Context: an optimization exercise on an open-source flow, tuned for small area, a short achievable clock period and few clock cycles. The choices shown serve that exercise and are no tape-out recipe. At most, simulation tests tie the RTL to the original design; equivalence was not proved.

==> inputs of 11-09 <==
Design fu_mul_pipe, start of the top module:
module fu_mul_pipe #(
  parameter int XLEN  = 32,
  parameter int TAG_W = 4
) (
  input  logic             clk,
  input  logic             rst,
  input  logic             flush,
  input  logic             in_valid,
  output logic             in_ready,
  input  logic [1:0]       op,
  input  logic [XLEN-1:0]  a,
  input  logic [XLEN-1:0]  b,
  input  logic [TAG_W-1:0] tag,
  output logic             out_valid,
  input  logic             out_ready,
  output logic [XLEN-1:0]  res,
  output logic [TAG_W-1:0] out_tag,
  output logic             busy
);
==> module fu_mul_pipe, before the edit <==
module fu_mul_pipe #(
  parameter int XLEN  = 32,
  parameter int TAG_W = 4
) (
  input  logic             clk,
  input  logic             rst,
  input  logic             flush,
  input  logic             in_valid,
  output logic             in_ready,
  input  logic [1:0]       op,
  input  logic [XLEN-1:0]  a,
  input  logic [XLEN-1:0]  b,
  input  logic [TAG_W-1:0] tag,
  output logic             out_valid,
  input  logic             out_ready,
  output logic [XLEN-1:0]  res,
  output logic [TAG_W-1:0] out_tag,
  output logic             busy
);
  localparam int NS = 2;
  logic               stall, en;
  logic [NS-1:0]      v_q, hi_q;
  logic [TAG_W-1:0]   tag_q [NS];
  logic [2*XLEN-1:0]  prod;
  logic               out_valid_q;
  logic [XLEN-1:0]    res_q;
  logic [TAG_W-1:0]   out_tag_q;
  assign stall    = out_valid_q & ~out_ready;
  assign en       = ~stall;
  assign in_ready = ~stall & ~flush;
  always_ff @(posedge clk or posedge rst)
    if (rst) begin
      v_q         <= '0;
      out_valid_q <= 1'b0;
    end else if (flush) begin
      v_q         <= '0;
      out_valid_q <= 1'b0;
    end else if (en) begin
      v_q[0]      <= in_valid;
      for (int i = 1; i < NS; i++) v_q[i] <= v_q[i-1];
      out_valid_q <= v_q[NS-1];
    end
  always_ff @(posedge clk)
    if (en) begin
      hi_q[0]  <= fu_mul_pkg::op_hi(op);
      tag_q[0] <= tag;
      for (int i = 1; i < NS; i++) begin
        hi_q[i]  <= hi_q[i-1];
        tag_q[i] <= tag_q[i-1];
      end
      res_q     <= hi_q[NS-1] ? prod[2*XLEN-1:XLEN] : prod[XLEN-1:0];
      out_tag_q <= tag_q[NS-1];
    end
  mul_core u_core (
    .clk  (clk),
    .en_i (en),
    .a_i  ({fu_mul_pkg::op_a_signed(op) & a[XLEN-1], a}),
    .b_i  ({fu_mul_pkg::op_b_signed(op) & b[XLEN-1], b}),
    .p_o  (prod)
  );
  assign out_valid = out_valid_q;
  assign res       = res_q;
  assign out_tag   = out_tag_q;
  assign busy      = |v_q | out_valid_q;
endmodule
export LEC_CHECK = 0
export CAP_MARGIN = 20
export CORE_MARGIN = 2
export CORE_UTILIZATION = 50
export SETUP_SLACK_MARGIN = 5.0
export SLEW_MARGIN = 20
export SYNTH_HIERARCHICAL = 1
export SYNTH_MINIMUM_KEEP_SIZE = 0
create_clock -name core_clock -period 9.0 [get_ports {clk}]
run.sh (not shown) runs the stock make flow with config.mk's settings and CLKGATE_MAP_FILE= SYNTH_SCRIPT=/design/flow/synth_recipe.tcl, a recipe that flattens the netlist after the stock synthesis.
==> inputs of 04-03, as changes to 11-09 <==
--- a/flow/config.mk
+++ b/flow/config.mk
@@ -10,3 +10,3 @@
 export CORE_UTILIZATION = 50
-export SETUP_SLACK_MARGIN = 5.0
+export SETUP_SLACK_MARGIN = 4.6
 export SLEW_MARGIN = 20
==> inputs of 05-25, as changes to 11-09 <==
--- a/flow/design.v
+++ b/flow/design.v
@@ -2992,2 +2992,3 @@
   logic               out_valid_q;
+  logic               out_nvalid_q;       
   logic [XLEN-1:0]    res_q;
@@ -2996,14 +2997,17 @@
   assign en       = ~stall;
-  assign in_ready = ~stall & ~flush;
+  assign in_ready = (out_nvalid_q | out_ready) & ~flush;
   always_ff @(posedge clk or posedge rst)
     if (rst) begin
-      v_q         <= '0;
-      out_valid_q <= 1'b0;
+      v_q          <= '0;
+      out_valid_q  <= 1'b0;
+      out_nvalid_q <= 1'b1;
     end else if (flush) begin
-      v_q         <= '0;
-      out_valid_q <= 1'b0;
+      v_q          <= '0;
+      out_valid_q  <= 1'b0;
+      out_nvalid_q <= 1'b1;
     end else if (en) begin
-      v_q[0]      <= in_valid;
+      v_q[0]       <= in_valid;
       for (int i = 1; i < NS; i++) v_q[i] <= v_q[i-1];
-      out_valid_q <= v_q[NS-1];
+      out_valid_q  <= v_q[NS-1];
+      out_nvalid_q <= ~v_q[NS-1];
     end
--- a/flow/config.mk
+++ b/flow/config.mk
@@ -9,3 +9,3 @@
 export CORE_MARGIN = 2
-export CORE_UTILIZATION = 50
+export CORE_UTILIZATION = 60
 export SETUP_SLACK_MARGIN = 5.0
==> impl_metrics.tcl <==
set metrics [dict create \
    gr-usage-met3_pct 13.5 \
    status "complete, no violations" \
    die_h_um 242 \
    grt_max_degree 92 \
    max_stage_delay_ns 0.54 \
    synth_area_leaders "fa_1 29%, edfxtp_1 24%, xnor2_1 16%" \
    worstSetupEndpoint "u_core.t5_q[91]" \
    seq_cell_count 271 \
]
# the run above: 05-25

==> impl_metrics.tcl <==
set metrics [dict create \
    tns_ns 0 \
    io_pins 114 \
    final_cell_mix "605 x xnor2_1, 512 x a22oi_1, 487 x fa_1" \
    cp-end-kind "output pin" \
    synth_area_leaders "fa_1 29%, edfxtp_1 24%, xnor2_1 16%" \
    max_stage_delay_ns 0.53 \
    grt_max_degree 100 \
    gr-usage-met3_pct 9.56 \
    status "complete, no violations" \
    worstSetupEndpoint "in_ready" \
]
# the run above: 04-03

==> impl_metrics.tcl <==
set metrics [dict create \
    cts_root_buf "clkbuf_16" \
    max_stage_delay_ns 0.22 \
    grt_max_degree 97 \
    ys_types 64 \
    status "complete, no violations" \
    rsz0062_at_grt "true" \
    die_h_um 264 \
    synth_area_leaders "fa_1 29%, edfxtp_1 24%, xnor2_1 16%" \
    gr-usage-met3_pct 9.71 \
    seq_cell_count 270 \
]
# the run above: 11-09

Testbench counts of 11-09, summed over its fixed seeds: cycles 12,241.
Testbench counts of 04-03, summed over its fixed seeds: cycles 12,241.
For 05-25, only the layout was checked, not whether the RTL still works.

[separate check: timing with driven ports]
The results above use ideal ports. As a check the final layouts listed here were re-extracted and re-timed, cells and wires unchanged. Step 1: set_driving_cell puts a clkbuf_16 on clk and a buf_2 on each other input, an assumption about the parent block. Step 2 adds t to the input delays and takes it off the output delays; t is the mean of the earliest and latest rising clock arrival at the registers after step 1. Input paths then give back, and output paths get back, about the clock's delay inside the block. Three values: ideal, step 1, step 2; two values: the first two.
run	t, ns	setup slack, ns	hold WS [ns]
11-09	0.634	4.907 / 4.867 / 4.746	0.420 / 0.420 / 0.420
04-03	0.631	4.675 / 4.651 / 4.651	0.418 / 0.418 / 0.418
05-25	0.629	5.009 / 5.003 / 4.833	0.418 / 0.418 / 0.418
After both steps every run listed still meets setup and hold. For 05-25, which loses most, drivers alone change the setup slack by -0.006 ns; drivers and shift together by -0.176 ns.
